This design comes from an exercise in tuning for small area, a short achievable clock period and few clock cycles per item on the open sky130 flow, not from production work.
Where RTL was checked, it was by simulation tests only, not by an equivalence proof against the original.
No functional check of the RTL was part of runs 1 to 6.
No activity file was given, so power comes from the tool's default toggle rates.

File: flow/run.sh
#!/bin/bash
# synth_recipe.tcl (not shown) runs the flow's synth.tcl, then flattens the netlist and writes it again
# the make line also repeats each setting of config.mk as NAME=value (left out here)
make -C /OpenROAD-flow-scripts/flow DESIGN_CONFIG=/design/flow/config.mk WORK_HOME=/design/flow/orfs CLKGATE_MAP_FILE= SYNTH_SCRIPT=/design/flow/synth_recipe.tcl finish
File: flow/config.mk
export PLATFORM = sky130hd
export DESIGN_NAME = argb_unpremultiply
export DESIGN_NICKNAME = argb_unpremultiply
export VERILOG_FILES = /design/flow/design.v
export SDC_FILE = /design/flow/constraint.sdc
export NUM_CORES = 4
export LEC_CHECK = 0
export ABC_CLOCK_PERIOD_IN_PS = 1700
export CAP_MARGIN = 20
export CORE_MARGIN = 2
export CORE_UTILIZATION = 40
export SETUP_SLACK_MARGIN = 2.8
export SLEW_MARGIN = 20
File: flow/constraint.sdc
create_clock -name core_clock -period 4.5 [get_ports {i_clk}]
set_input_delay 0.9000 -clock core_clock [delete_from_list [all_inputs] [get_ports {i_clk}]]
set_output_delay 0.9000 -clock core_clock [all_outputs]
set_load 0.01 [all_outputs]
File: flow/design.v
package aup_pkg;
    localparam int CHAN_W   = 8;
    localparam int N_STAGE  = 8;
endpackage
module aup_lane (
    input  logic       i_clk,
    input  logic [7:0] i_chan,
    input  logic [7:0] i_alpha_s0,    
    input  logic [7:0] i_alpha_s1,    
    input  logic [7:0] i_alpha_s2,    
    input  logic [7:0] i_alpha_s3,    
    input  logic [7:0] i_alpha_s4,    
    input  logic [7:0] i_alpha_s5,    
    input  logic [7:0] i_alpha_s6,    
    input  logic [7:0] i_alpha_s7,    
    output logic       o_over,         
    output logic [7:0] o_q             
);
    function automatic logic [8:0] div_step(input logic [7:0] rem, input logic dbit,
                                            input logic [7:0] dvs);
        logic [8:0] ext;
        logic [8:0] dif;
        ext = {rem, dbit};
        dif = ext - {1'b0, dvs};
        div_step = dif[8] ? {1'b0, ext[7:0]} : {1'b1, dif[7:0]};
    endfunction
    logic [7:0] r_hi;
    logic       r_cz;
    always_ff @(posedge i_clk) begin
        r_hi <= i_chan - {7'd0, (i_chan != 8'd0)};
        r_cz <= (i_chan == 8'd0);
    end
    logic [7:0] r_rem1, r_sh1;
    logic       r_ov1;
    logic [7:0] r_rem2, r_sh2;
    logic       r_ov2;
    logic [7:0] r_rem3, r_sh3;
    logic       r_ov3;
    logic [7:0] r_rem4, r_sh4;
    logic       r_ov4;
    logic [7:0] r_rem5, r_sh5;
    logic       r_ov5;
    logic [7:0] r_rem6, r_sh6;
    logic       r_ov6;
    logic [7:0] r_rem7, r_sh7;
    logic       r_ov7;
    logic [7:0] w_rem1, w_sh1;
    logic       w_ov1;
    always_comb begin
        logic [8:0] st;
        w_rem1 = r_hi;
        w_sh1  = (~r_hi & {8{~r_cz}});
        st = div_step(w_rem1, w_sh1[7], i_alpha_s0);
        w_rem1 = st[7:0];
        w_sh1  = {w_sh1[6:0], st[8]};
    end
    assign w_ov1 = (r_hi >= i_alpha_s0);
    always_ff @(posedge i_clk) begin
        r_rem1 <= w_rem1;
        r_sh1  <= w_sh1;
        r_ov1  <= w_ov1;
    end
    logic [7:0] w_rem2, w_sh2;
    logic       w_ov2;
    always_comb begin
        logic [8:0] st;
        w_rem2 = r_rem1;
        w_sh2  = r_sh1;
        st = div_step(w_rem2, w_sh2[7], i_alpha_s1);
        w_rem2 = st[7:0];
        w_sh2  = {w_sh2[6:0], st[8]};
    end
    assign w_ov2 = r_ov1;
    always_ff @(posedge i_clk) begin
        r_rem2 <= w_rem2;
        r_sh2  <= w_sh2;
        r_ov2  <= w_ov2;
    end
    logic [7:0] w_rem3, w_sh3;
    logic       w_ov3;
    always_comb begin
        logic [8:0] st;
        w_rem3 = r_rem2;
        w_sh3  = r_sh2;
        st = div_step(w_rem3, w_sh3[7], i_alpha_s2);
        w_rem3 = st[7:0];
        w_sh3  = {w_sh3[6:0], st[8]};
    end
    assign w_ov3 = r_ov2;
    always_ff @(posedge i_clk) begin
        r_rem3 <= w_rem3;
        r_sh3  <= w_sh3;
        r_ov3  <= w_ov3;
    end
    logic [7:0] w_rem4, w_sh4;
    logic       w_ov4;
    always_comb begin
        logic [8:0] st;
        w_rem4 = r_rem3;
        w_sh4  = r_sh3;
        st = div_step(w_rem4, w_sh4[7], i_alpha_s3);
        w_rem4 = st[7:0];
        w_sh4  = {w_sh4[6:0], st[8]};
    end
    assign w_ov4 = r_ov3;
    always_ff @(posedge i_clk) begin
        r_rem4 <= w_rem4;
        r_sh4  <= w_sh4;
        r_ov4  <= w_ov4;
    end
    logic [7:0] w_rem5, w_sh5;
    logic       w_ov5;
    always_comb begin
        logic [8:0] st;
        w_rem5 = r_rem4;
        w_sh5  = r_sh4;
        st = div_step(w_rem5, w_sh5[7], i_alpha_s4);
        w_rem5 = st[7:0];
        w_sh5  = {w_sh5[6:0], st[8]};
    end
    assign w_ov5 = r_ov4;
    always_ff @(posedge i_clk) begin
        r_rem5 <= w_rem5;
        r_sh5  <= w_sh5;
        r_ov5  <= w_ov5;
    end
    logic [7:0] w_rem6, w_sh6;
    logic       w_ov6;
    always_comb begin
        logic [8:0] st;
        w_rem6 = r_rem5;
        w_sh6  = r_sh5;
        st = div_step(w_rem6, w_sh6[7], i_alpha_s5);
        w_rem6 = st[7:0];
        w_sh6  = {w_sh6[6:0], st[8]};
    end
    assign w_ov6 = r_ov5;
    always_ff @(posedge i_clk) begin
        r_rem6 <= w_rem6;
        r_sh6  <= w_sh6;
        r_ov6  <= w_ov6;
    end
    logic [7:0] w_rem7, w_sh7;
    logic       w_ov7;
    always_comb begin
        logic [8:0] st;
        w_rem7 = r_rem6;
        w_sh7  = r_sh6;
        st = div_step(w_rem7, w_sh7[7], i_alpha_s6);
        w_rem7 = st[7:0];
        w_sh7  = {w_sh7[6:0], st[8]};
    end
    assign w_ov7 = r_ov6;
    always_ff @(posedge i_clk) begin
        r_rem7 <= w_rem7;
        r_sh7  <= w_sh7;
        r_ov7  <= w_ov7;
    end
    logic [7:0] w_rem8, w_sh8;
    logic       w_ov8;
    always_comb begin
        logic [8:0] st;
        w_rem8 = r_rem7;
        w_sh8  = r_sh7;
        st = div_step(w_rem8, w_sh8[7], i_alpha_s7);
        w_rem8 = st[7:0];
        w_sh8  = {w_sh8[6:0], st[8]};
    end
    assign w_ov8 = r_ov7;
    assign o_q    = w_sh8;
    assign o_over = w_ov8;
endmodule
module aup_merge (
    input  logic [7:0] i_q,
    input  logic       i_zero,
    input  logic       i_over,
    output logic [7:0] o_chan
);
    assign o_chan = i_zero ? 8'd0 : (i_over ? 8'd255 : i_q);
endmodule
import aup_pkg::*;
module argb_unpremultiply (
    input  logic                             i_clk,
    input  logic                             i_rst_n,
    input  logic                             start,
    output logic                             busy,
    input  logic [aup_pkg::CHAN_W-1:0]       i_in_blue,
    input  logic [aup_pkg::CHAN_W-1:0]       i_in_green,
    input  logic [aup_pkg::CHAN_W-1:0]       i_in_red,
    input  logic [aup_pkg::CHAN_W-1:0]       i_in_alpha,
    output logic                             o_strobe,
    output logic [aup_pkg::CHAN_W-1:0]       o_out_red,
    output logic [aup_pkg::CHAN_W-1:0]       o_out_green,
    output logic [aup_pkg::CHAN_W-1:0]       o_out_blue,
    output logic [aup_pkg::CHAN_W-1:0]       o_out_alpha,
    output logic                             o_bad_premul
);
    logic [N_STAGE:0]                r_vld;
    logic [N_STAGE-1:0][CHAN_W-1:0]  r_alpha;
    logic [7:0] w_q_red, w_q_green, w_q_blue;
    logic [7:0] w_c_red, w_c_green, w_c_blue;
    logic       w_ov_red, w_ov_green, w_ov_blue;
    logic       w_zero;
    assign busy = 1'b0;
    always_ff @(posedge i_clk) begin
        if (!i_rst_n) begin
            r_vld <= '0;
        end else begin
            r_vld <= {r_vld[N_STAGE-1:0], start};
        end
    end
    always_ff @(posedge i_clk) begin
        r_alpha[0] <= i_in_alpha;
        for (int k = 1; k < N_STAGE; k++) begin
            r_alpha[k] <= r_alpha[k-1];
        end
    end
    aup_lane u_red (
        .i_clk   (i_clk),
        .i_chan  (i_in_red),
        .i_alpha_s0 (r_alpha[0]),
        .i_alpha_s1 (r_alpha[1]),
        .i_alpha_s2 (r_alpha[2]),
        .i_alpha_s3 (r_alpha[3]),
        .i_alpha_s4 (r_alpha[4]),
        .i_alpha_s5 (r_alpha[5]),
        .i_alpha_s6 (r_alpha[6]),
        .i_alpha_s7 (r_alpha[7]),
        .o_over  (w_ov_red),
        .o_q     (w_q_red)
    );
    aup_lane u_green (
        .i_clk   (i_clk),
        .i_chan  (i_in_green),
        .i_alpha_s0 (r_alpha[0]),
        .i_alpha_s1 (r_alpha[1]),
        .i_alpha_s2 (r_alpha[2]),
        .i_alpha_s3 (r_alpha[3]),
        .i_alpha_s4 (r_alpha[4]),
        .i_alpha_s5 (r_alpha[5]),
        .i_alpha_s6 (r_alpha[6]),
        .i_alpha_s7 (r_alpha[7]),
        .o_over  (w_ov_green),
        .o_q     (w_q_green)
    );
    aup_lane u_blue (
        .i_clk   (i_clk),
        .i_chan  (i_in_blue),
        .i_alpha_s0 (r_alpha[0]),
        .i_alpha_s1 (r_alpha[1]),
        .i_alpha_s2 (r_alpha[2]),
        .i_alpha_s3 (r_alpha[3]),
        .i_alpha_s4 (r_alpha[4]),
        .i_alpha_s5 (r_alpha[5]),
        .i_alpha_s6 (r_alpha[6]),
        .i_alpha_s7 (r_alpha[7]),
        .o_over  (w_ov_blue),
        .o_q     (w_q_blue)
    );
    assign w_zero = (r_alpha[N_STAGE-1] == '0);
    aup_merge u_m_red   (.i_q(w_q_red),   .i_zero(w_zero), .i_over(w_ov_red),   .o_chan(w_c_red));
    aup_merge u_m_green (.i_q(w_q_green), .i_zero(w_zero), .i_over(w_ov_green), .o_chan(w_c_green));
    aup_merge u_m_blue  (.i_q(w_q_blue),  .i_zero(w_zero), .i_over(w_ov_blue),  .o_chan(w_c_blue));
    always_ff @(posedge i_clk) begin
        o_out_red    <= w_c_red;
        o_out_green  <= w_c_green;
        o_out_blue   <= w_c_blue;
        o_out_alpha  <= r_alpha[N_STAGE-1];
        o_bad_premul <= ~w_zero & (w_ov_red | w_ov_green | w_ov_blue);
    end
    assign o_strobe = r_vld[N_STAGE];
endmodule
==> flow_summary.yaml, run 1 <==
outcome:
  status: "timing/DRC/antenna clean"
critical_path:
  worst_setup_path_type: "flop to flop"
  critical-path-max-stage-delay_ps: 350
  critPathLaunchType: "flop"
  critPathCaptureType: "flop"
  critPathMaxFanout: 7
  cp_data_required_time_ps: 4980
  cp.arrival_ps: 2870
  timing.critical_path.slowest_stage_cell: "dfxtp_4"
  path_cells: "or2_4 -> ha_4 -> fa_2 -> nand2b_4 -> a211oi_4 -> mux2i_2 -> nor2_4 -> clkinv_4 -> mux2_4"
detailed_routing:
  route.antenna.remaining_nets: 0
  average_wire_per_cell_in_the_routed_design_um: 17.1
  detailedRoute.firstPassIterationCount: 5
  detail_route.drc_violations: 0
  via_count: 15877
  vias_per_cell: 5.12
  drt-total-wl_mm: 52.9
  detailedRoute.firstIterationViolations: 647
clock_network:
  clock_insertion_delay_worst_skew_ps: 600
  clockBufferDepth: 3
  cts-root-buf: "clkbuf_16"
  numClockSinks: 490
  clk_pin_slew_worst_paths_ps: 60
  tritoncts: "built"
  cts_buffer_count: 54
  cts_htree_levels: 2
  cts.hold.buffers_added: 0
timing:
  min_period_over_period_pct: 53.0
  totalNegativeSetupSlack_ps: 0
  worst_pin_slew_ps: 666
  hold_vio_cnt_final: 0
  finalWorstSetupSlack_ps: 2120
  rsz0062_at_grt: "yes"
  final_setup_violation_count: 0
  hold-worst-slack_ps: 321
  final-max-slew-violation-count: 0
  min_period_ps: 2380
  timing.slew.headroom_pct: 55.5
  fin_skew_ps: 12.6
  timing.fmax_ghz: 0.419
synth:
  synth_top_area_share_pct: 44.9
  synth_seq_area_share_pct: 44.9
  synth_enable_flop_cells: 0
  synthesis.area_sq_um: 21800
  ys_seq_elements: 490
  ys.warnings.count: 2
  netlist-cell-type-count: 56
  most_used_flip_flop_cell_after_synthesis: "dfxtp_1"
  largest_cells_by_area_after_synthesis: "dfxtp_1 45%, ha_1 13%, mux2_1 5.6%, xnor2_1 2.7%, a21oi_1 2.5%"
  syn-num-nets: 2322
  synth-async-reset-ratio_pct: 0
  netlist.top_cell.by_area: "dfxtp_1"
  syn_inst: 2047
  synth_area_per_cell_sq_um: 10.7
placed_design:
  post-place-cells: 2804
  gp_routability_congestion: 0.846
  dp.final_hpwl_mm: 37.4
  dpl_worst_slack_ps: 1510
  port-buffer-count: 68
  dpl_cell_area_sq_um: 24300
die:
  core.rowCount: 85
  ios: 70
  fp.dieArea_sq_um: 56500
  die_height_um: 238
  initial_utilization_pct: 40.5
  core_area_sq_um: 53900
  chipWidth_um: 238
layout:
  number_of_diodes_added_for_antenna_fixing: 0
  highest_count_cells_in_the_layout_ignoring_fill_and_taps: "449 x dfxtp_1, 167 x ha_1, 137 x mux2_4, 110 x a21oi_1, 108 x buf_4"
  final_layout_size_suffix_gt1_share_pct: 32.8
  layout.core_utilization_pct: 53.5
  final_nets: 2635
  layout.cells.non_filler: 3098
  filler_cell_count: 4649
  areaGrowthSynthToFinish_pct: 32.1
  reg_top3: "r_alpha (64), r_vld (9)"
  largest_register_ff_count: 64
  final_cell_area_sq_um: 28900
  final_common_cell: "dfxtp_1"
  largest-register: "r_alpha"
  ff_latch_area_sq_um: 9900
  area_of_combinational_cells_with_multiple_inputs_sq_um: 13300
global_routing:
  grt_pass1_vias: 16083
  grt_start_max_net_pins: 23
  gr_usage_total_pct: 18.4
  antenna_found_initial: 0
  globalRouteOverflowTotal: 0
  grt_pass1_wl_mm: 82.5
pwr:
  report.power.total_mw: 21.9
  vdd_ir_drop_max_v: 0.000340
  pwr_density_cell_nw_per_um2: 757
  leakage_nw: 12.6
run:
  max_cap_viol_count: 0
hold_path:
  hp-class: "flop to flop"
## report_power, final
part	total [mW]	leakage (nW)	switching (mW)	internal, mW
sequential	6.56	4.13	0.794	5.76
clock	4.38	0.879	1.76	2.62
combinational	10.9	7.58	4.70	6.21
total	21.9	12.6	7.26	14.6
## timing repair
action	4_1_cts	5_1_grt
resized for setup	405	115
pin swaps	100	56
setup endpoints to repair	254	247
cloned	8	0
setup buffers	155	33
## final cells by class
type	count	share of cell area, %
multi-input cells	1413	46.3
flip-flops and latches	490	34.3
repair buffers	258	8.18
clock buffers	74	5.19
well taps	696	3.02
inverters	143	2.06
clock inverters	24	0.997
## worst max-delay path: cells and delay by family, from the launching register on
| family | cells | cell delay (ps) |
|---|---|---|
| muxes | 2 | 590 |
| adders and majority gates | 2 | 510 |
| and+or+nand+nor | 3 | 470 |
| DFF | 1 | 350 |
| AOI/OAI and AO/OA | 1 | 260 |
| buffers and inverters | 1 | 90 |
## Yosys cell counts, types with 16 or more instances
master      n
dfxtp_1   490
o21bai_1   18
o211ai_1   18
fa_1       21
nand2_1    81
nand2b_1   16
mux2_1    109
o21ai_0    63
nor3_1     70
mux2i_1    52
a21o_1     27
mux2_4     26
or4_1      37
a21oi_1   111
nand3_1    49
inv_1     140
o21a_1     43
o22ai_1    18
o31a_1     22
xnor2_1    67
ha_1      219
nor2_1    101
xor2_1     29
o21ai_1    20
a211oi_2   19
and4b_1    16
nor2b_1    47
## worst paths after layout
check / from / endpoint / slack, ps / depth (start not counted)
min: u_green.r_sh6[0] / u_green.r_sh7[1] / 320 / 0
max: u_blue.r_cz / u_blue.r_rem1[2] / 2120 / 9
max reg2reg: u_blue.r_cz / u_blue.r_rem1[2] / 2120 / 9
min reg2reg: u_green.r_sh6[0] / u_green.r_sh7[1] / 320 / 0
## cell families (layout without fill, tap and decap cells)
kind of cell | Yosys count | after routing | synth area share (%)
other | 1 | 1 | 0.0172
DFF | 490 | 490 | 44.9
buffers and inverters | 152 | 499 | 2.64
adders and majority gates | 240 | 240 | 14.5
and+or+nand+nor | 475 | 483 | 11.8
AOI/OAI and AO/OA | 397 | 397 | 12.1
xor gates and xnor gates | 96 | 96 | 3.85
muxes | 196 | 196 | 10.3
## layer usage
metal  vias up  routed length [um]  track usage, %
met5         -                   0               0
met1      7441               21600            20.3
met2       339               26900            34.2
met3       134                1730            2.49
met4         0                2660            9.89
li1       7963                   -               -
==> run 2, diff against run 1 <==
==> flow/flow/run.sh (new file) <==
#!/bin/bash
# Standard layout, with adders left to ABC instead of mapped to fa/ha cells.
set -euo pipefail
bash standard.sh ADDER_MAP_FILE= finish > standard_flow.log 2>&1
==> flow/standard.sh (new file) <==
#!/bin/bash
# synth_recipe.tcl (not shown) runs the flow's synth.tcl, then flattens the netlist and writes it again
# the make line also repeats each setting of config.mk as NAME=value (left out here)
make -C /OpenROAD-flow-scripts/flow DESIGN_CONFIG=/design/flow/config.mk WORK_HOME=/design/flow/orfs CLKGATE_MAP_FILE= SYNTH_SCRIPT=/design/flow/synth_recipe.tcl "${@:-finish}"
--- a/flow/config.mk
+++ b/flow/config.mk
@@ -5,9 +5,8 @@
 export SDC_FILE = /design/flow/constraint.sdc
 export NUM_CORES = 4
 export LEC_CHECK = 0
-export ABC_CLOCK_PERIOD_IN_PS = 1700
 export CAP_MARGIN = 20
 export CORE_MARGIN = 2
 export CORE_UTILIZATION = 40
-export SETUP_SLACK_MARGIN = 2.8
+export SETUP_SLACK_MARGIN = 2.5
 export SLEW_MARGIN = 20
removed: flow/run.sh
==> run 2 against run 1 <==
Effect of this change:
- clock power grew 1%
- die area decreased by 11%
- critical path depth unchanged
- design area fell by 7.4%
- first-iteration DRC count fell by 12%
- via count is 13% lower
- combinational power is 29% lower
- sequential share of layout area rose by 3.2 points
- register-to-register slack is essentially flat
- setup slack better by 13 ps
- global-route usage is 1.6 points lower
- largest power group unchanged
- highest routed layer unchanged
==> flow_summary.yaml, run 2 <==
pwr:
  cellInternalPower_mw: 12.3
  sequentialPowerShare_pct: 35.5
  pwr_density_cell_nw_per_um2: 703
  p_sw_share_pct: 34.6
  p_clk_share_pct: 23.6
  leakage_nw: 10.8
  power_frac_comb_pct: 40.9
  vdd_ir_drop_max_v: 0.000323
  report.power.total_mw: 18.8
  power_switching_mw: 6.51
timing:
  fin_skew_ps: 17.2
  hold_vio_cnt_final: 0
  timing.slew.headroom_pct: 49.7
  worst_pin_slew_ps: 754
  timing.fmax_ghz: 0.422
  min_period_over_period_pct: 52.7
  min_period_ps: 2370
  final-max-slew-violation-count: 0
  totalNegativeSetupSlack_ps: 0
  final_setup_violation_count: 0
  rsz0062_at_grt: "yes"
detailed_routing:
  detailedRoute.firstIterationViolations: 569
  detailedRoute.firstPassIterationCount: 4
  average_wire_per_cell_in_the_routed_design_um: 15.5
  via_count: 13889
  vias_per_cell: 4.83
  detail_route.drc_violations: 0
  route.antenna.remaining_nets: 0
  drt-total-wl_mm: 44.5
layout:
  final_cell_area_sq_um: 26700
  areaGrowthSynthToFinish_pct: 38.3
  final_nets: 2254
  final_layout_size_suffix_gt1_share_pct: 38.3
  layout.cells.non_filler: 2874
  reg_top3: "r_alpha (64), r_vld (9)"
  highest_count_cells_in_the_layout_ignoring_fill_and_taps: "403 x dfxtp_1, 191 x buf_4, 185 x xnor2_1, 113 x inv_1, 111 x nor2_1"
  largest_register_ff_count: 64
  largest-register: "r_alpha"
  final_common_cell: "dfxtp_1"
  number_of_diodes_added_for_antenna_fixing: 0
  layout.core_utilization_pct: 56.0
  filler_cell_count: 3988
placed_design:
  post-place-cells: 2558
  gp_routability_congestion: 0.864
  port-buffer-count: 68
  dp.final_hpwl_mm: 29.0
  dpl_cell_area_sq_um: 20900
synth:
  synth_seq_area_share_pct: 50.8
  ys.warnings.count: 2
  ys_seq_elements: 490
  synth_enable_flop_cells: 0
  synth_top_area_share_pct: 50.8
  netlist.top_cell.by_area: "dfxtp_1"
  largest_cells_by_area_after_synthesis: "dfxtp_1 51%, xnor2_1 9.6%, maj3_1 5.1%, xor2_1 5.1%, nor2_1 3.9%"
  synth-async-reset-ratio_pct: 0
  syn-num-nets: 1973
  syn_inst: 1938
  synthesis.area_sq_um: 19300
  most_used_flip_flop_cell_after_synthesis: "dfxtp_1"
  synth_area_per_cell_sq_um: 9.97
  netlist-cell-type-count: 61
  ys_top_cells_by_count: "490 x dfxtp_1, 212 x xnor2_1, 201 x nor2_1, 127 x inv_1, 112 x xor2_1"
  yosysMostFrequentCell: "dfxtp_1"
global_routing:
  antenna_found_initial: 0
  grt_pass1_wl_mm: 67.4
  gr_usage_total_pct: 16.8
  grt_pass1_vias: 13498
  grt_start_max_net_pins: 23
  globalRouteOverflowTotal: 0
die:
  chipWidth_um: 224
  die_height_um: 224
  core_area_sq_um: 47700
  ios: 70
  initial_utilization_pct: 40.5
  core.rowCount: 80
  fp.dieArea_sq_um: 50100
clock_network:
  clock_insertion_delay_worst_skew_ps: 590
  cts-root-buf: "clkbuf_16"
  clockBufferDepth: 3
  tritoncts: "built"
  numClockSinks: 490
  clk_pin_slew_worst_paths_ps: 60
  cts_buffer_count: 49
  cts_htree_levels: 2
critical_path:
  critPathCaptureType: "flop"
  path_cells: "nand2b_4 -> a311o_1 -> a31oi_4 -> a41oi_2 -> maj3_2 -> xor2_4 -> buf_12 -> nor2_2 -> xor2_1"
  cp_data_required_time_ps: 4970
  critical-path-max-stage-delay_ps: 400
  critPathLaunchType: "flop"
  critPathMaxFanout: 7
  timing.critical_path.slowest_stage_cell: "a311o_1"
  path_delay_family: "compound AO/OA/AOI/OAI gates"
  worst_setup_path_type: "flop to flop"
  cp.buffers_inverters: 1
  cp.arrival_ps: 2840
hold_path:
  hp-class: "flop to flop"
run:
  max_cap_viol_count: 0
outcome:
  status: "timing/DRC/antenna clean"
[run 2: cell count changes after synthesis, sizes merged, moves of 38 or more]
cell   change
ha       -219
xor2      +84
nor2b     +38
nor3      -58
nor2      +97
mux2     -143
xnor2    +146
a21oi     -65
nand3     -41
maj3     +108
[run 2: cell type report]
cell class                      instances  area (sq um)  share of cell area (%)
Clock buffer                           68          1480                    5.54
Clock inverter                         23           333                    1.25
Sequential cell                       490         10000                    37.5
Multi-Input combinational cell       1250         11200                    41.9
Inverter                              134           552                    2.06
Timing Repair Buffer                  294          2370                    8.87
Tap cell                              615           769                    2.88
[run 2: path summary, 6_finish.rpt]
| check | cells past startpoint | slack (ps) | from | end |
|---|---|---|---|---|
| worst min register to register | 0 | 310 | u_green.r_sh3[0] | u_green.r_sh4[1] |
| worst max register to register | 9 | 2130 | r_alpha[1] | u_green.r_rem1[1] |
| worst min-delay path | 0 | 310 | u_green.r_sh3[0] | u_green.r_sh4[1] |
| worst max-delay path | 9 | 2130 | r_alpha[1] | u_green.r_rem1[1] |
[run 2: per-stage QoR]
step	worst slack (ps)	hold WS, ps
after floorplan	2210	310
after global placement	1780	310
after detailed placement	1730	312
after CTS	2180	312
after global routing	2040	316
final	2130	310
[run 2: per-layer routing]
| metal | global-route usage, % | wire (um) | vias up |
|---|---|---|---|
| met3 | 3.17 | 1490 | 104 |
| met5 | 0 | 0 | - |
| met1 | 18.0 | 17800 | 6500 |
| met4 | 7.94 | 1800 | 0 |
| met2 | 31.6 | 23400 | 245 |
| li1 | - | - | 7040 |
[run 2: logic make-up (layout without fill, tap and decap cells)]
family                     after synthesis  in the layout  synth area share, %
AOI/OAI and AO/OA                      270            270                 9.89
xor gates and xnor gates               326            326                 14.9
adders and majority gates              108            108                 5.65
buffers and inverters                  198            519                 4.03
DFF                                    490            490                 50.8
muxes                                   20             20                 1.04
other                                    1              1               0.0194
and+or+nand+nor                        525            525                 13.7
[run 2: what timing repair did]
action | 4_1_cts | 5_1_grt
gates resized for setup | 383 | 375
setup endpoints to repair | 258 | 187
cloned | 0 | 0
pin swaps | 114 | 172
buffers inserted | 127 | 98
hold buffers | 0 | 0
[run 2: power groups by stage]
stage,logic [mW],clock network (mW),registers (mW)
after floorplan,4.09,0,6.37
after global placement,5.03,0,6.64
after detailed placement,5.15,0,6.68
after CTS,5.96,4.54,6.57
after global routing,8.33,4.72,6.84
final,7.69,4.44,6.68
[run 2: worst reg2reg max path, cell delays in order (launching register included)]
cell and delay [ps]:
dfxtp_4 390, nand2b_4 150, a311o_1 400, a31oi_4 210
a41oi_2 160, maj3_2 380, xor2_4 230, buf_12 150
nor2_2 40, xor2_1 160
==> run 3, diff against run 2 <==
==> flow/flow/run.sh (replaced) <==
#!/bin/bash
# The standard layout, with two synthesis changes: adders are left to ABC
# (no fa/ha cell mapping), and ABC maps for delay with flow/abc.script.
set -euo pipefail
export MY_ABC_SCRIPT=$PWD/flow/abc.script
bash standard.sh ADDER_MAP_FILE= SYNTH_SCRIPT=$PWD/flow/my_synth.tcl finish > standard_flow.log 2>&1
==> flow/flow/abc.script (new file) <==
strash
dch
map -D 1200
topo
stime -c
buffer -c
upsize -c
dnsize -c
==> flow/flow/my_synth.tcl (new file) <==
# The standard flow's synthesis script (synth_recipe.tcl), with ABC run on flow/abc.script
proc synth {args} { yosys synth -nofsm -noshare {*}$args }
proc abc {args} {
  set i [lsearch -exact $args -script]
  if { $i >= 0 } { lset args [expr {$i + 1}] $::env(MY_ABC_SCRIPT) }
  yosys abc {*}$args
}
source $::env(SCRIPTS_DIR)/synth.tcl
# left out here: clear keep_hierarchy, flatten, clean up, hide names made inside functions, write 1_2_yosys.v
--- a/flow/config.mk
+++ b/flow/config.mk
@@ -8,5 +8,5 @@
 export CAP_MARGIN = 20
 export CORE_MARGIN = 2
 export CORE_UTILIZATION = 40
-export SETUP_SLACK_MARGIN = 2.5
+export SETUP_SLACK_MARGIN = 2.6
 export SLEW_MARGIN = 20
==> run 3 against run 2 <==
Effect of this change:
- still clean on timing, DRC and antenna
- sequential power down 1%
- global-route usage up 2.0 points
- non-clock buffer count down 77
- fmax up 19%
- hold slack better by 11 ps
- clock skew up 11 ps
- count of clock-buffer cells in the layout unchanged
- core utilization down 0.79 points
- first-iteration DRC count up 36%
- via count up 20%
- clock power down 4%
- largest cell class unchanged
- highest routed layer unchanged
==> flow_summary.yaml, run 3 <==
synth:
  largest_cells_by_area_after_synthesis: "dfxtp_1 49%, nor2_1 12%, inv_1 5.2%, nand2_1 4.7%, xor2_1 4.0%"
  synth_area_per_cell_sq_um: 8.04
  synthesis.area_sq_um: 20100
  syn-num-nets: 2539
  synth_seq_area_share_pct: 48.7
  ys_top_cells_by_count: "665 x nor2_1, 490 x dfxtp_1, 278 x inv_1, 250 x nand2_1, 157 x o21ai_1"
  most_used_flip_flop_cell_after_synthesis: "dfxtp_1"
  netlist.top_cell.by_area: "dfxtp_1"
  syn_inst: 2504
  netlist-cell-type-count: 45
  synth-async-reset-ratio_pct: 0
  ys_seq_elements: 490
  ys.warnings.count: 2
  yosysMostFrequentCell: "nor2_1"
  synth_top_area_share_pct: 48.7
  synth_enable_flop_cells: 0
timing:
  min_period_over_period_pct: 44.2
  rsz0062_at_grt: "yes"
  worst_pin_slew_ps: 1010
  final-max-slew-violation-count: 0
  totalNegativeSetupSlack_ps: 0
  final_setup_violation_count: 0
  timing.fmax_ghz: 0.503
  timing.slew.headroom_pct: 32.9
  fin_skew_ps: 27.8
  hold_vio_cnt_final: 0
  min_period_ps: 1990
clock_network:
  cts.hold.buffers_added: 0
  cts_buffer_count: 51
  tritoncts: "built"
  numClockSinks: 490
  clk_pin_slew_worst_paths_ps: 60
  clockBufferDepth: 3
  cts-root-buf: "clkbuf_16"
  clock_insertion_delay_worst_skew_ps: 610
  cts_htree_levels: 2
pwr:
  pwr_density_cell_nw_per_um2: 805
  vdd_ir_drop_max_v: 0.000363
  leakage_nw: 11.6
die:
  core.rowCount: 82
  fp.dieArea_sq_um: 52100
  initial_utilization_pct: 40.4
  chipWidth_um: 228
  die_height_um: 228
  core_area_sq_um: 49900
  ios: 70
global_routing:
  gr_usage_total_pct: 18.7
  globalRouteOverflowTotal: 0
  grt_pass1_wl_mm: 78.9
  antenna_found_initial: 1
  grt_pass1_vias: 15684
  grt_start_max_net_pins: 26
detailed_routing:
  drt-total-wl_mm: 52.8
  detailedRoute.firstIterationViolations: 776
  via_count: 16719
  detail_route.drc_violations: 0
  detailedRoute.firstPassIterationCount: 6
  detailroute.wirelength.met2_mm: 26.7
  wl_met3_mm: 1.88
  vias_per_cell: 4.84
  route.antenna.remaining_nets: 0
  detail_route.wirelength.met1_mm: 22.2
  highest-signal-layer: "met4"
  average_wire_per_cell_in_the_routed_design_um: 15.3
layout:
  final_common_cell: "nor2_1"
  number_of_diodes_added_for_antenna_fixing: 0
  largest_register_ff_count: 64
  filler_cell_count: 4532
  areaGrowthSynthToFinish_pct: 36.7
  final_cell_area_sq_um: 27500
  final_layout_size_suffix_gt1_share_pct: 35.3
  highest_count_cells_in_the_layout_ignoring_fill_and_taps: "455 x nor2_1, 394 x dfxtp_1, 228 x inv_1, 182 x nand2_1, 154 x nor2_2"
  largest-register: "r_alpha"
  reg_top3: "r_alpha (64), r_vld (9)"
  final_nets: 2776
placed_design:
  gp_routability_congestion: 0.850
  dp.final_hpwl_mm: 36.4
  dpl_cell_area_sq_um: 21500
  port-buffer-count: 68
critical_path:
  cp_data_required_time_ps: 5050
  worst_setup_path_type: "flop to flop"
  cp.arrival_ps: 2540
  worst-r2r-cell-count: 11
  ff2ff_setup_slack_ps: 2510
  critPathMaxFanout: 8
  critPathLaunchType: "flop"
  critPathCaptureType: "flop"
outcome:
  status: "timing/DRC/antenna clean"
hold_path:
  holdPathStages: 0
  hp-class: "flop to flop"
run:
  max_cap_viol_count: 0
==> run 3: layout make-up <==
type / instances / area (sq um) / share of cell area, %
well taps: 672 / 841 / 3.05
clock inverters: 27 / 310 / 1.13
repair buffers: 217 / 2370 / 8.62
inverters: 288 / 1140 / 4.14
multi-input cells: 1693 / 11400 / 41.4
clock buffers: 68 / 1450 / 5.27
flip-flops and latches: 490 / 10000 / 36.4
==> run 3: cell families after synthesis <==
logic type / synth area share, %
other cells: 0.0186
compound gates: 12.8
simple gates: 22.6
flops: 48.7
buf+inv: 6.53
xor+xnor: 9.40
==> run 3: timing repair <==
action / in CTS / in global routing
setup endpoints to repair: 229 / 221
cloned: 6 / 15
setup buffers: 60 / 67
resized for setup: 361 / 621
pin swaps: 63 / 119
==> run 3: path summary, 6_finish.rpt <==
path                                  start               end
worst min-delay path            u_red.r_ov2       u_red.r_ov3
worst max register to register   r_alpha[1]  u_blue.r_rem1[3]
worst min register to register  u_red.r_ov2       u_red.r_ov3
worst max-delay path             r_alpha[1]  u_blue.r_rem1[3]
==> run 3: power breakdown <==
part | total (mW) | internal (mW) | leakage [nW] | switching, mW
Sequential | 6.59 | 5.74 | 4.14 | 0.842
Clock | 4.27 | 2.47 | 0.846 | 1.80
Combinational | 11.3 | 5.33 | 6.59 | 5.97
==> run 3: metrics by stage <==
stage                     setup slack [ps]  hold slack [ps]  cells  util, %  power, mW
after global placement                1840              310   3212     43.0       13.4
after floorplan                       2550              310   2504        -       11.9
after global routing                  2450              323   3455     55.2       23.6
final                                 2510              321   3455     55.2       22.2
after CTS                             2520              322   3373     49.1       19.6
after detailed placement              1790              312   3212     43.0       13.5
==> run 3: worst max-delay path, cell delays in order, from the launching register on <==
cell     delay, ps
dfxtp_4        470
buf_6          140
nor2_4          40
nor2_4         110
a21oi_4         90
o31ai_4        230
nand3_2        130
nand2_4        100
xor2_4         260
buf_12         160
o21ai_0        100
o21ai_1         90
==> run 3: routing by layer <==
metal	up-vias	track usage [%]
li1	8518	-
met1	7763	21.9
met2	318	33.6
met3	120	3.34
met4	0	7.90
met5	-	0
==> run 4, diff against run 3 <==
==> flow/flow/abc.script (replaced) <==
strash
dch
map -D 900
topo
stime -c
buffer -c
upsize -c
dnsize -c
==> run 4 against run 3 <==
Effect of this change:
- combinational power down 33%
- critical path depth is 10 lower
- flip-flop and latch count is the same
- global-route usage rose by 2.9 points
- core utilization shrank 6.7 points
- first-iteration DRC count increased by 54%
- cell count increased by 9.2%
- wire length is 19% higher
- design area fell by 5.8%
- hold slack worse by 2.2 ps
- synthesized area up 7.1%
- synthesized cell count grew 16%
- critical path type is now flop to output pin
- largest power group unchanged
==> flow_summary.yaml, run 4 <==
placed_design:
  dpl_worst_slack_ps: 1910
  port-buffer-count: 68
  dp.final_hpwl_mm: 47.5
  gp_routability_congestion: 0.927
clock_network:
  tritoncts: "built"
  numClockSinks: 490
  cts_buffer_count: 52
  cts.hold.buffers_added: 0
  clk_pin_slew_worst_paths_ps: 60
  cts-root-buf: "clkbuf_16"
  cts_htree_levels: 2
  clock_insertion_delay_worst_skew_ps: 630
  clockBufferDepth: 3
synth:
  ys_seq_elements: 490
  synthesis.area_sq_um: 21500
  synth_area_per_cell_sq_um: 7.41
  ys.warnings.count: 2
  ys_top_cells_by_count: "556 x nor2_1, 497 x nand2_1, 490 x dfxtp_1, 296 x inv_1, 187 x o21ai_1"
  syn-num-nets: 2945
  netlist.top_cell.by_area: "dfxtp_1"
  largest_cells_by_area_after_synthesis: "dfxtp_1 46%, nor2_1 9.7%, nand2_1 8.7%, inv_1 5.2%, o21ai_1 4.3%"
  netlist-cell-type-count: 54
  synth_enable_flop_cells: 0
  synth_seq_area_share_pct: 45.5
  syn_inst: 2910
  most_used_flip_flop_cell_after_synthesis: "dfxtp_1"
  yosysMostFrequentCell: "nor2_1"
  synth_top_area_share_pct: 45.5
  synth-async-reset-ratio_pct: 0
hold_path:
  hp-class: "flop to flop"
layout:
  largest_register_ff_count: 64
  ff_latch_area_sq_um: 9930
  final_common_cell: "nor2_1"
  number_of_diodes_added_for_antenna_fixing: 0
  final_nets: 3069
  reg_top3: "r_alpha (64), r_vld (9)"
  final_layout_size_suffix_gt1_share_pct: 16.8
  largest-register: "r_alpha"
  area_of_combinational_cells_with_multiple_inputs_sq_um: 11300
  layout.core_utilization_pct: 48.5
  areaGrowthSynthToFinish_pct: 20.4
  filler_cell_count: 5271
  highest_count_cells_in_the_layout_ignoring_fill_and_taps: "508 x nor2_1, 486 x nand2_1, 422 x dfxtp_1, 285 x inv_1, 152 x o21ai_1"
timing:
  min_period_over_period_pct: 43.5
  worst_pin_slew_ps: 1120
  totalNegativeSetupSlack_ps: 0
  finalWorstSetupSlack_ps: 2540
  hold_vio_cnt_final: 0
  timing.slew.headroom_pct: 25.5
  final_setup_violation_count: 0
  timing.fmax_ghz: 0.511
  rsz0062_at_grt: "yes"
  fin_skew_ps: 42.3
  final-max-slew-violation-count: 0
  hold-worst-slack_ps: 319
  min_period_ps: 1960
pwr:
  vdd_ir_drop_max_v: 0.000291
  leakage_nw: 11.6
  report.power.total_mw: 18.9
  pwr_density_cell_nw_per_um2: 728
run:
  max_cap_viol_count: 0
critical_path:
  critPathLaunchType: "flop"
  cp.buffers_inverters: 1
  path_cells: "buf_6"
  cp.arrival_ps: 1060
  critical-path-max-stage-delay_ps: 330
  critPathCaptureType: "output pin"
  worst_setup_path_type: "flop to output pin"
  path_delay_family: "flip-flops"
  timing.critical_path.slowest_stage_cell: "dfxtp_2"
  cp_data_required_time_ps: 3600
  critPathMaxFanout: 1
detailed_routing:
  detailedRoute.firstIterationViolations: 1197
  average_wire_per_cell_in_the_routed_design_um: 16.6
  route.antenna.remaining_nets: 0
  detail_route.drc_violations: 0
  via_count: 19666
  detailedRoute.firstPassIterationCount: 5
  vias_per_cell: 5.21
  drt-total-wl_mm: 62.7
die:
  initial_utilization_pct: 40.3
  chipWidth_um: 236
  die_height_um: 236
  core_area_sq_um: 53500
  core.rowCount: 85
  ios: 70
  fp.dieArea_sq_um: 55700
global_routing:
  grt_start_max_net_pins: 26
  grt_pass1_wl_mm: 95.5
  antenna_found_initial: 0
  globalRouteOverflowTotal: 0
  grt_pass1_vias: 18380
  gr_usage_total_pct: 21.6
outcome:
  status: "timing/DRC/antenna clean"
## run 4: changes by cell type in the layout (fill, tap and decap cells not counted), sizes merged, moves of 24 or more
| cell | change |
|---|---|
| nand2 | +273 |
| o21ai | +99 |
| nand4 | +38 |
| nand3 | +103 |
| buf | -119 |
| nor2 | -106 |
| xnor2 | -71 |
| a31oi | +24 |
## run 4: what timing repair did
action / 4_1_cts / 5_1_grt
gates resized for setup: 183 / 242
pin swaps: 0 / 21
setup buffers: 2 / 13
gates cloned: 0 / 1
endpoints found under the setup margin: 185 / 225
## run 4: stage by stage
stage,area [sq um],std cells
after global placement,23000,3660
after global routing,25900,3772
after floorplan,21600,2910
after detailed placement,23000,3660
final,25900,3772
after CTS,25000,3758
## run 4: final timing paths
path	from	slack, ps	depth (start not counted)	end
worst max-delay path	o_out_red[6]	2540	1	o_out_red[6]
worst min-delay path	u_red.r_ov5	320	0	u_red.r_ov6
worst max register to register	r_alpha[18]	2610	8	u_red.r_rem3[2]
worst min register to register	u_red.r_ov5	320	0	u_red.r_ov6
## run 4: power breakdown
part | total (mW) | leakage [nW] | internal [mW] | switching (mW)
Clock | 4.81 | 0.950 | 2.94 | 1.87
Sequential | 6.53 | 4.13 | 5.65 | 0.871
Combinational | 7.55 | 6.55 | 2.66 | 4.89
## run 4: layer usage
| metal | track usage (%) | vias up | wire length (um) |
|---|---|---|---|
| li1 | - | 9947 | - |
| met1 | 26.5 | 9086 | 27200 |
| met2 | 37.3 | 480 | 29800 |
| met3 | 3.76 | 153 | 3010 |
| met4 | 9.03 | 0 | 2600 |
| met5 | 0 | - | 0 |
## run 4: cells by family (layout without fill, tap and decap cells)
group,count (synthesis),count (layout),share of synthesized area [%]
simple gates,1390,1391,27.3
compound gates,617,617,17.6
flops,490,490,45.5
buf+inv,319,484,5.79
xor+xnor,93,93,3.78
other cells,1,1,0.0174
## run 4: final cells by class
cell class	instances	share of cell area [%]
inverter	304	4.52
clock inverter	36	2.25
sequential	490	38.3
clock buffer	60	5.36
multi-input combinational	2102	43.5
tap	696	3.36
timing repair buffer	84	2.73
==> run 5, diff against run 4 <==
--- a/flow/config.mk
+++ b/flow/config.mk
@@ -8,5 +8,5 @@
 export CAP_MARGIN = 20
 export CORE_MARGIN = 2
 export CORE_UTILIZATION = 40
-export SETUP_SLACK_MARGIN = 2.6
+export SETUP_SLACK_MARGIN = 2.9
 export SLEW_MARGIN = 20
==> run 5 against run 4 <==
Effect of this change:
- design area is 26% higher
- clock power is 3% higher
- cell count up 6.4%
- core utilization up 13 points
- flip-flop and latch count is the same
- global-route usage rose by 1.7 points
- sequential power rose by 3.5%
==> flow_summary.yaml, run 5 <==
outcome:
  status: "timing/DRC/antenna clean"
synth:
  most_used_flip_flop_cell_after_synthesis: "dfxtp_1"
  synth-async-reset-ratio_pct: 0
  netlist.top_cell.by_area: "dfxtp_1"
  syn_inst: 2910
  ys_top_cells_by_count: "556 x nor2_1, 497 x nand2_1, 490 x dfxtp_1, 296 x inv_1, 187 x o21ai_1"
  synth-adder-area-share_pct: 0
  synth_enable_flop_cells: 0
  largest_cells_by_area_after_synthesis: "dfxtp_1 46%, nor2_1 9.7%, nand2_1 8.7%, inv_1 5.2%, o21ai_1 4.3%"
  yosysMostFrequentCell: "nor2_1"
  synth_top_area_share_pct: 45.5
  synth_seq_area_share_pct: 45.5
  synth_area_per_cell_sq_um: 7.41
  synthMuxAreaShare_pct: 0
  synth_simple_gate_area_share_pct: 27.3
  dominant_combinational_cell_family_by_area_after_synthesis: "simple AND/OR/NAND/NOR gates"
  netlist-cell-type-count: 54
  synthesis.area_sq_um: 21500
  synth_xor_area_share_pct: 3.78
  ys.warnings.count: 2
  fraction_of_the_mapped_netlist_area_in_compound_gates_pct: 17.6
  ys_seq_elements: 490
  syn-num-nets: 2945
pwr:
  power_frac_comb_pct: 50.7
  leakage_nw: 13.9
  cellInternalPower_mw: 13.5
  p_sw_share_pct: 43.2
  power_switching_mw: 10.3
  p_clk_share_pct: 20.9
  pwr_density_cell_nw_per_um2: 726
  report.power.total_mw: 23.8
  sequentialPowerShare_pct: 28.5
  vdd_ir_drop_max_v: 0.000330
critical_path:
  critical_path_cell_count: 1
  cp.buffers_inverters: 1
  critPathMaxFanout: 1
  worst_setup_path_type: "flop to output pin"
  path_cells: "buf_2"
  timing.critical_path.slowest_stage_cell: "dfxtp_2"
  worst-r2r-cell-count: 10
  critical-path-max-stage-delay_ps: 300
  cp_data_required_time_ps: 3600
  launch_point_of_the_worst_path: "o_out_blue[1]"
  critPathLaunchType: "flop"
  r2r_start: "r_alpha[12]"
  path_delay_family: "flip-flops"
  critPathCaptureType: "output pin"
  cp.arrival_ps: 1050
  ff2ff_setup_slack_ps: 2680
hold_path:
  holdPathStages: 0
  hp-class: "flop to flop"
  min_from: "u_blue.r_sh4[2]"
layout:
  final_common_cell: "dfxtp_1"
  reg_top3: "r_alpha (64), r_vld (9)"
  final_cell_area_sq_um: 32700
  highest_count_cells_in_the_layout_ignoring_fill_and_taps: "350 x dfxtp_1, 317 x nand2_1, 267 x nor2_1, 218 x inv_1, 195 x buf_4"
  number_of_diodes_added_for_antenna_fixing: 0
  largest_register_ff_count: 64
  largest-register: "r_alpha"
  filler_cell_count: 4466
  areaGrowthSynthToFinish_pct: 51.8
  final_layout_size_suffix_gt1_share_pct: 48.9
  final_nets: 3310
placed_design:
  dp.final_hpwl_mm: 46.9
  dpl_cell_area_sq_um: 23100
  gp_routability_congestion: 0.920
  port-buffer-count: 68
die:
  ios: 70
  fp.dieArea_sq_um: 55700
  core.rowCount: 85
  chipWidth_um: 236
  initial_utilization_pct: 40.3
  core_area_sq_um: 53500
  die_height_um: 236
timing:
  timing.fmax_ghz: 0.512
  hold_vio_cnt_final: 0
  rsz0062_at_grt: "yes"
  min_period_ps: 1950
  final-max-slew-violation-count: 0
  hold-worst-slack_ps: 313
  final_setup_violation_count: 0
  worst_pin_slew_ps: 910
  totalNegativeSetupSlack_ps: 0
  timing.slew.headroom_pct: 39.3
  min_period_over_period_pct: 43.4
  fin_skew_ps: 27.0
clock_network:
  cts_htree_levels: 2
  cts_buffer_count: 53
  clockBufferDepth: 3
  clock_insertion_delay_worst_skew_ps: 620
  clk_pin_slew_worst_paths_ps: 60
  numClockSinks: 490
  cts-root-buf: "clkbuf_16"
  tritoncts: "built"
detailed_routing:
  via_count: 21610
  detail_route.drc_violations: 0
  route.antenna.remaining_nets: 0
  detailedRoute.firstPassIterationCount: 6
  average_wire_per_cell_in_the_routed_design_um: 18.1
  drt-total-wl_mm: 72.6
  detailedRoute.firstIterationViolations: 1335
  vias_per_cell: 5.38
run:
  max_cap_viol_count: 0
global_routing:
  globalRouteOverflowTotal: 0
  antenna_found_initial: 1
  grt_pass1_vias: 19970
  grt_start_max_net_pins: 26
  gr_usage_total_pct: 23.3
  grt_pass1_wl_mm: 104
[run 5: cell counts after synthesis]
Identical to the previous run, type by type.
[run 5: cells by family (layout without fill, tap and decap cells)]
kind of cell,count (synthesis),after routing
compound gates,617,617
xor+xnor,93,93
buf+inv,319,714
flops,490,490
other cells,1,1
simple gates,1390,1404
[run 5: power groups by stage]
stage | registers [mW] | clock network (mW) | logic [mW]
after global placement | 6.55 | 0 | 6.81
final | 6.76 | 4.96 | 12.0
after floorplan | 6.22 | 0 | 5.23
after global routing | 6.87 | 5.24 | 13.0
after CTS | 6.54 | 5.07 | 8.87
after detailed placement | 6.57 | 0 | 6.88
[run 5: path summary, 6_finish.rpt]
check,end
hold reg to reg,u_blue.r_sh5[3]
setup reg to reg,u_green.r_rem2[5]
hold / removal,u_blue.r_sh5[3]
setup / recovery,o_out_blue[1]
[run 5: timing repair]
action / in CTS / in global routing
gates cloned: 10 / 4
resized for setup: 884 / 931
hold buffers: 0 / 0
pin swaps: 143 / 277
setup buffers: 105 / 136
setup endpoints to repair: 244 / 251
[run 5: per-stage QoR]
stage	utilization [%]	worst slack (ps)	cells
floorplan	-	2680	2910
global placement	43.1	2100	3661
detailed placement	43.1	1990	3661
CTS	52.6	2490	3875
global route	61.2	2490	4015
finish	61.2	2550	4015
[run 5: area by class of cell]
class	count	area [sq um]	share of cell area (%)
clock inverter	35	593	1.81
timing repair buffer	311	2650	8.10
sequential	490	10100	31.0
tap	696	871	2.66
clock buffer	64	1450	4.42
inverter	304	1290	3.93
multi-input combinational	2115	15700	48.1
[run 5: per-layer routing]
layer  vias up  part of all wire, %  wire length [um]  track usage [%]
met5         -                    0                 0                0
met1     10317                   40             29300             28.2
met4         0                  4.5              3260             9.13
met2       641                   51             37000             41.7
li1      10438                    -                 -                -
met3       214                  4.2              3080             2.98
==> run 6, diff against run 5 <==
--- a/flow/config.mk
+++ b/flow/config.mk
@@ -8,5 +8,5 @@
 export CAP_MARGIN = 20
 export CORE_MARGIN = 2
 export CORE_UTILIZATION = 40
-export SETUP_SLACK_MARGIN = 2.9
+export SETUP_SLACK_MARGIN = 2.4
 export SLEW_MARGIN = 20
==> run 6 against run 5 <==
Effect of this change:
- still clean on timing, DRC and antenna
- wire length shrank 18%
- sequential share of layout area grew 8.6 points
- synthesized area did not move
- clock skew is 6.7 ps lower
- core utilization is 15 points lower
- hold slack better by 6.2 ps
- register-to-register slack worse by 150 ps
- via count down 9.8%
- first-iteration DRC count increased by 2.8%
- sequential power fell by 4.0%
- clock power fell by 9.7%
- largest power group unchanged
- highest routed layer unchanged
==> flow_summary.yaml, run 6 <==
synth:
  ys.warnings.count: 2
  synth_top_area_share_pct: 45.5
  largest_cells_by_area_after_synthesis: "dfxtp_1 46%, nor2_1 9.7%, nand2_1 8.7%, inv_1 5.2%, o21ai_1 4.3%"
  netlist.top_cell.by_area: "dfxtp_1"
  synthesis.area_sq_um: 21500
  yosysMostFrequentCell: "nor2_1"
  most_used_flip_flop_cell_after_synthesis: "dfxtp_1"
  synth_enable_flop_cells: 0
  synth_area_per_cell_sq_um: 7.41
  synth-async-reset-ratio_pct: 0
  syn_inst: 2910
  ys_seq_elements: 490
  ys_top_cells_by_count: "556 x nor2_1, 497 x nand2_1, 490 x dfxtp_1, 296 x inv_1, 187 x o21ai_1"
  syn-num-nets: 2945
  netlist-cell-type-count: 54
  synth_seq_area_share_pct: 45.5
clock_network:
  cts_buffer_count: 53
  cts.hold.buffers_added: 0
  cts_htree_levels: 2
  tritoncts: "built"
  numClockSinks: 490
  clock_insertion_delay_worst_skew_ps: 620
  clockBufferDepth: 3
  clk_pin_slew_worst_paths_ps: 60
  cts-root-buf: "clkbuf_16"
global_routing:
  globalRouteOverflowTotal: 0
  grt_pass1_vias: 18285
  antenna_found_initial: 0
  gr_usage_total_pct: 21.0
  grt_pass1_wl_mm: 93.6
  grt_start_max_net_pins: 21
layout:
  layout.core_utilization_pct: 46.5
  ff_latch_area_sq_um: 9840
  layout.cells.non_filler: 3756
  final_nets: 3054
  largest-register: "r_alpha"
  final_layout_size_suffix_gt1_share_pct: 9.58
  area_of_combinational_cells_with_multiple_inputs_sq_um: 10600
  areaGrowthSynthToFinish_pct: 15.4
  highest_count_cells_in_the_layout_ignoring_fill_and_taps: "553 x nor2_1, 497 x nand2_1, 466 x dfxtp_1, 294 x inv_1, 184 x o21ai_1"
  reg_top3: "r_alpha (64), r_vld (9)"
  number_of_diodes_added_for_antenna_fixing: 0
  largest_register_ff_count: 64
  filler_cell_count: 5250
  final_cell_area_sq_um: 24900
  final_common_cell: "nor2_1"
timing:
  min_period_ps: 2060
  timing.fmax_ghz: 0.486
  final-max-slew-violation-count: 0
  worst_pin_slew_ps: 1050
  timing.slew.headroom_pct: 30.2
  final_setup_violation_count: 0
  min_period_over_period_pct: 45.8
  hold_vio_cnt_final: 0
  totalNegativeSetupSlack_ps: 0
  rsz0062_at_grt: "no"
  finalWorstSetupSlack_ps: 2440
  hold-worst-slack_ps: 319
  fin_skew_ps: 20.3
die:
  core.rowCount: 85
  fp.dieArea_sq_um: 55700
  core_area_sq_um: 53500
  initial_utilization_pct: 40.3
  chipWidth_um: 236
  ios: 70
  die_height_um: 236
critical_path:
  cp.buffers_inverters: 1
  cp_data_required_time_ps: 3600
  path_delay_family: "flip-flops"
  critPathCaptureType: "output pin"
  path_cells: "dlygate4sd2_1"
  critPathLaunchType: "flop"
  timing.critical_path.slowest_stage_cell: "dfxtp_1"
  critical-path-max-stage-delay_ps: 290
  cp.arrival_ps: 1160
  critPathMaxFanout: 1
  worst_setup_path_type: "flop to output pin"
detailed_routing:
  detailedRoute.firstPassIterationCount: 7
  detail_route.drc_violations: 0
  via_count: 19493
  route.antenna.remaining_nets: 0
  detailedRoute.firstIterationViolations: 1373
  vias_per_cell: 5.19
  average_wire_per_cell_in_the_routed_design_um: 15.9
  drt-total-wl_mm: 59.7
placed_design:
  dpl_worst_slack_ps: 1880
  dp.final_hpwl_mm: 46.4
  dpl_cell_area_sq_um: 23000
  gp_routability_congestion: 0.913
  post-place-cells: 3660
  port-buffer-count: 68
outcome:
  status: "timing/DRC/antenna clean"
pwr:
  leakage_nw: 11.4
  pwr_density_cell_nw_per_um2: 720
  report.power.total_mw: 17.9
  vdd_ir_drop_max_v: 0.000283
run:
  max_cap_viol_count: 0
hold_path:
  hp-class: "flop to flop"
## run 6: cell counts after synthesis
No cell type changed its count.
## run 6: final timing paths
kind,start,endpoint,slack [ps],depth (start not counted)
max,o_out_green[5],o_out_green[5],2440,1
min,u_red.r_ov1,u_red.r_ov2,320,0
max reg2reg,r_alpha[17],u_red.r_rem3[7],2530,7
min reg2reg,u_red.r_ov1,u_red.r_ov2,320,0
## run 6: timing repair
| item | 4_1_cts | 5_1_grt |
|---|---|---|
| gates cloned | 0 | 0 |
| buffers inserted | 0 | 0 |
| pin swaps | 0 | 0 |
| endpoints found under the setup margin | 34 | 132 |
| gates resized for setup | 70 | 55 |
## run 6: cell type report
class,instances,area share (%)
multi-input cells,2101,42.5
flip-flops and latches,490,39.6
clock buffers,65,5.88
inverters,304,4.61
well taps,696,3.50
repair buffers,69,2.45
clock inverters,31,1.53
## run 6: power by group
| part | total, mW | switching [mW] | internal (mW) |
|---|---|---|---|
| Combinational | 6.93 | 4.52 | 2.41 |
| Clock | 4.48 | 1.81 | 2.67 |
| Sequential | 6.49 | 0.838 | 5.65 |
| Total | 17.9 | 7.16 | 10.7 |
## run 6: routing by layer
| layer | vias to the layer above | share of wire (%) | track usage, % |
|---|---|---|---|
| met3 | 139 | 5.4 | 3.46 |
| met5 | - | 0 | 0 |
| met2 | 533 | 47 | 36.3 |
| li1 | 9906 | - | - |
| met1 | 8915 | 43 | 25.6 |
| met4 | 0 | 4.3 | 9.59 |
## run 6: cell families (layout without fill, tap and decap cells)
group | Yosys count | after routing | share of synthesized area (%)
AND/OR/NAND/NOR | 1390 | 1390 | 27.3
buffers and inverters | 319 | 469 | 5.79
flip-flops | 490 | 490 | 45.5
AO/OA/AOI/OAI | 617 | 617 | 17.6
XOR/XNOR | 93 | 93 | 3.78
other | 1 | 1 | 0.0174
==> run 7, diff against run 6 <==
--- a/flow/design.v
+++ b/flow/design.v
@@ -16,20 +16,58 @@
     output logic       o_over,         
     output logic [7:0] o_q             
 );
+    function automatic logic [7:0] ge_pfx(input logic [7:0] x, input logic [7:0] y);
+        logic [7:0] g, p, gn, pn;
+        g = x & ~y;              
+        p = x | ~y;              
+        g[0] = p[0];
+        for (int k = 1; k < 8; k = k * 2) begin
+            gn = g;
+            pn = p;
+            for (int i = k; i < 8; i++) begin
+                gn[i] = g[i] | (p[i] & g[i-k]);
+                pn[i] = p[i] & p[i-k];
+            end
+            g = gn;
+            p = pn;
+        end
+        ge_pfx = g;
+    endfunction
     function automatic logic [8:0] div_step(input logic [7:0] rem, input logic dbit,
                                             input logic [7:0] dvs);
-        logic [8:0] ext;
-        logic [8:0] dif;
-        ext = {rem, dbit};
-        dif = ext - {1'b0, dvs};
-        div_step = dif[8] ? {1'b0, ext[7:0]} : {1'b1, dif[7:0]};
+        logic [7:0] e;
+        logic [7:0] g;
+        logic       ge;
+        logic [7:0] d;
+        e  = {rem[6:0], dbit};
+        g  = ge_pfx(e, dvs);
+        ge = rem[7] | g[7];
+        d[0] = e[0] ^ dvs[0];
+        for (int i = 1; i < 8; i++) d[i] = e[i] ^ dvs[i] ^ ~g[i-1];
+        div_step = ge ? {1'b1, d} : {1'b0, e};
+    endfunction
+    function automatic logic [7:0] dec_sat(input logic [7:0] c);
+        logic [7:0] o;           
+        logic       any;
+        o[0] = 1'b0;
+        o[1] = c[0];
+        o[2] = c[0] | c[1];
+        o[3] = o[2] | c[2];
+        o[4] = o[2] | (c[2] | c[3]);
+        o[5] = o[4] | c[4];
+        o[6] = o[4] | (c[4] | c[5]);
+        o[7] = o[4] | (c[4] | c[5] | c[6]);
+        any  = o[4] | (c[4] | c[5] | c[6] | c[7]);
+        dec_sat = c ^ (~o & {8{any}});
     endfunction
     logic [7:0] r_hi;
     logic       r_cz;
     always_ff @(posedge i_clk) begin
-        r_hi <= i_chan - {7'd0, (i_chan != 8'd0)};
+        r_hi <= dec_sat(i_chan);
         r_cz <= (i_chan == 8'd0);
     end
+    logic [7:0] w_ovp;
+    assign w_ovp = ge_pfx(r_hi, i_alpha_s0);
     logic [7:0] r_rem1, r_sh1;
     logic       r_ov1;
     logic [7:0] r_rem2, r_sh2;
@@ -54,7 +92,7 @@
         w_rem1 = st[7:0];
         w_sh1  = {w_sh1[6:0], st[8]};
     end
-    assign w_ov1 = (r_hi >= i_alpha_s0);
+    assign w_ov1 = w_ovp[7];
     always_ff @(posedge i_clk) begin
         r_rem1 <= w_rem1;
         r_sh1  <= w_sh1;
--- a/flow/config.mk
+++ b/flow/config.mk
@@ -8,5 +8,5 @@
 export CAP_MARGIN = 20
 export CORE_MARGIN = 2
 export CORE_UTILIZATION = 40
-export SETUP_SLACK_MARGIN = 2.4
+export SETUP_SLACK_MARGIN = 2.6
 export SLEW_MARGIN = 20
==> run 7 against run 6 <==
Effect of this change:
- count of clock-buffer cells in the layout unchanged
- combinational power down 25%
- non-clock buffer count up 9
- critical path depth unchanged
- register-to-register slack better by 140 ps
- design area down 4.7%
- fmax up 6.1%
- sequential share of layout area up 2.1 points
- wire length down 13%
- synthesized area down 6.8%
==> flow_summary.yaml, run 7 <==
timing:
  hold-worst-slack_ps: 323
  totalNegativeSetupSlack_ps: 0
  final-max-slew-violation-count: 0
  min_period_ps: 1940
  fin_skew_ps: 23.1
  min_period_over_period_pct: 43.1
  hold_vio_cnt_final: 0
  rsz0062_at_grt: "yes"
  timing.fmax_ghz: 0.515
  worst_pin_slew_ps: 851
  final_setup_violation_count: 0
  timing.slew.headroom_pct: 43.2
critical_path:
  cp.buffers_inverters: 1
  cp.arrival_ps: 1040
  critPathCaptureType: "output pin"
  path_cells: "buf_6"
  critical-path-max-stage-delay_ps: 320
  worst_setup_path_type: "flop to output pin"
  path_delay_family: "flip-flops"
  timing.critical_path.slowest_stage_cell: "dfxtp_2"
  critPathMaxFanout: 1
  critPathLaunchType: "flop"
  cp_data_required_time_ps: 3600
layout:
  final_nets: 2787
  final_cell_area_sq_um: 23700
  final_common_cell: "nand2_1"
  highest_count_cells_in_the_layout_ignoring_fill_and_taps: "535 x nand2_1, 445 x dfxtp_1, 342 x inv_1, 324 x nor2_1, 202 x o21ai_0"
  area_of_combinational_cells_with_multiple_inputs_sq_um: 9180
  largest-register: "r_alpha"
  filler_cell_count: 4897
  ff_latch_area_sq_um: 9870
  final_layout_size_suffix_gt1_share_pct: 11.4
  areaGrowthSynthToFinish_pct: 18.1
  largest_register_ff_count: 64
  reg_top3: "r_alpha (64), r_vld (9)"
  layout.core_utilization_pct: 47.5
  number_of_diodes_added_for_antenna_fixing: 0
die:
  core_area_sq_um: 49900
  chipWidth_um: 228
  initial_utilization_pct: 40.3
  ios: 70
  fp.dieArea_sq_um: 52000
  core.rowCount: 82
  die_height_um: 228
synth:
  synth_enable_flop_cells: 0
  ys.warnings.count: 2
  ys_top_cells_by_count: "536 x nand2_1, 490 x dfxtp_1, 350 x inv_1, 342 x nor2_1, 259 x o21ai_0"
  synth_area_per_cell_sq_um: 7.61
  largest_cells_by_area_after_synthesis: "dfxtp_1 49%, nand2_1 10%, inv_1 6.5%, o21ai_0 6.5%, nor2_1 6.4%"
  yosysMostFrequentCell: "nand2_1"
  synthesis.area_sq_um: 20100
  most_used_flip_flop_cell_after_synthesis: "dfxtp_1"
  synth_top_area_share_pct: 48.9
  syn_inst: 2640
  netlist.top_cell.by_area: "dfxtp_1"
  netlist-cell-type-count: 59
  synth-async-reset-ratio_pct: 0
  synth_seq_area_share_pct: 48.9
  syn-num-nets: 2675
  ys_seq_elements: 490
placed_design:
  gp_routability_congestion: 0.884
  dpl_cell_area_sq_um: 21500
  port-buffer-count: 68
  dp.final_hpwl_mm: 39.1
global_routing:
  globalRouteOverflowTotal: 0
  gr_usage_total_pct: 19.5
  grt_pass1_vias: 15919
  grt_pass1_wl_mm: 81.6
  grt_start_max_net_pins: 26
  antenna_found_initial: 0
clock_network:
  clock_insertion_delay_worst_skew_ps: 610
  cts-root-buf: "clkbuf_16"
  clockBufferDepth: 3
  tritoncts: "built"
  numClockSinks: 490
  cts.hold.buffers_added: 0
  cts_buffer_count: 50
  cts_htree_levels: 2
  clk_pin_slew_worst_paths_ps: 60
detailed_routing:
  drt-total-wl_mm: 51.7
  detailedRoute.firstIterationViolations: 1238
  vias_per_cell: 4.93
  route.antenna.remaining_nets: 0
  detail_route.drc_violations: 0
  detailedRoute.firstPassIterationCount: 5
  via_count: 17066
  average_wire_per_cell_in_the_routed_design_um: 14.9
pwr:
  leakage_nw: 11.0
  pwr_density_cell_nw_per_um2: 671
  vdd_ir_drop_max_v: 0.000298
outcome:
  status: "timing/DRC/antenna clean"
hold_path:
  hp-class: "flop to flop"
run:
  max_cap_viol_count: 0
## run 7: cell types whose count changed in the layout (fill, tap and decap cells not counted), moves of 28 or more
cell and delta:
nor2_1 -229, o21ai_1 -126, o21ai_0 +107, inv_1 +48, nand3_1 -43, xor2_1 -39, nand2_1 +38, o21bai_1 -38
nand3b_1 +35, nand4_1 -33, o21ai_2 -28
## run 7: power by group
group          total (mW)  switching (mW)  internal [mW]
Combinational        5.23            3.29           1.94
Sequential           6.18           0.681           5.50
Clock                4.49            1.74           2.75
Total                15.9            5.71           10.2
## run 7: kinds of logic after synthesis
logic type / after synthesis / synth area share, %
DFF: 490 / 48.9
and+or+nand+nor: 1107 / 22.9
xor gates and xnor gates: 66 / 2.88
buffers and inverters: 379 / 7.40
other: 1 / 0.0187
muxes: 1 / 0.0499
AOI/OAI and AO/OA: 596 / 17.9
## run 7: worst paths after layout
check | start | to | slack, ps | depth (start not counted)
max | o_out_green[7] | o_out_green[7] | 2560 | 1
min | u_blue.r_sh4[5] | u_blue.r_sh5[6] | 320 | 0
max reg2reg | r_alpha[42] | u_blue.r_rem6[1] | 2670 | 9
min reg2reg | u_blue.r_sh4[5] | u_blue.r_sh5[6] | 320 | 0
## run 7: through the flow
stage	power, mW	cells	setup WS (ps)
2_1_floorplan	9.68	2640	2640
3_3_place_gp	11.0	3362	2040
3_5_place_dp	11.1	3362	2020
4_1_cts	15.7	3456	2500
5_1_grt	17.0	3464	2520
6_report	15.9	3464	2560
## run 7: area by class of cell
class / count / area share [%]
flip-flops and latches: 490 / 41.7
multi-input cells: 1773 / 38.7
clock buffers: 65 / 5.81
inverters: 359 / 5.72
well taps: 672 / 3.55
repair buffers: 78 / 2.65
clock inverters: 27 / 1.89
## run 7: repair_timing
item | in CTS | in global routing
setup buffers | 2 | 6
endpoints found under the setup margin | 183 | 207
resized for setup | 204 | 145
cloned | 0 | 2
pin swaps | 1 | 6
## run 7: metal layers
metal | track usage, % | part of all wire (%) | vias up
met2 | 34.8 | 49 | 347
li1 | - | - | 8845
met1 | 23.6 | 44 | 7783
met5 | 0 | 0 | -
met4 | 6.66 | 3.1 | 0
met3 | 3.19 | 4.1 | 91
Testbench counts of run 7, summed over its fixed seeds: cycles 18,048, items 18,000.

afterwards: timing with drivers on the ports:
The results above use ideal ports. As a check the final layouts listed here were re-extracted and re-timed, cells and wires unchanged.
Step 1: set_driving_cell puts a clkbuf_16 on i_clk and a buf_2 on each other input, an assumption about the parent block.
Step 2 times the ports against the registers' clock, not the clock port: input delays grow and output delays shrink by t, the midpoint of the rising clock arrivals with the driver on.
Slacks: no drivers / after step 1 / after step 2; pairs: no drivers / after step 1.
| run | shift t [ns] | slack for setup (ns) | worst setup path after step 2 | slew at the worst register clock pin (ns) | worst data-port slew with drivers (ns) |
|---|---|---|---|---|---|
| run 1 | 0.649 | 2.116 / 2.116 / 1.891 | input to register | 0.06 / 0.06 | 0.05 |
| run 2 | 0.633 | 2.129 / 2.129 / 1.936 | input to register | 0.06 / 0.06 | 0.05 |
| run 3 | 0.653 | 2.510 / 2.505 / 2.007 | input to register | 0.07 / 0.07 | 0.04 |
| run 4 | 0.668 | 2.542 / 2.482 / 1.994 | input to register | 0.07 / 0.07 | 0.06 |
| run 5 | 0.675 | 2.547 / 2.486 / 2.312 | input to register | 0.06 / 0.06 | 0.03 |
| run 6 | 0.666 | 2.441 / 2.382 / 1.946 | input to register | 0.06 / 0.06 | 0.05 |
| run 7 | 0.661 | 2.559 / 2.500 / 2.108 | input to register | 0.07 / 0.07 | 0.04 |
After both steps setup and hold are still met in every run listed. The setup slack of run 4, which loses most, moves by -0.060 ns with the drivers and by -0.548 ns with both steps.
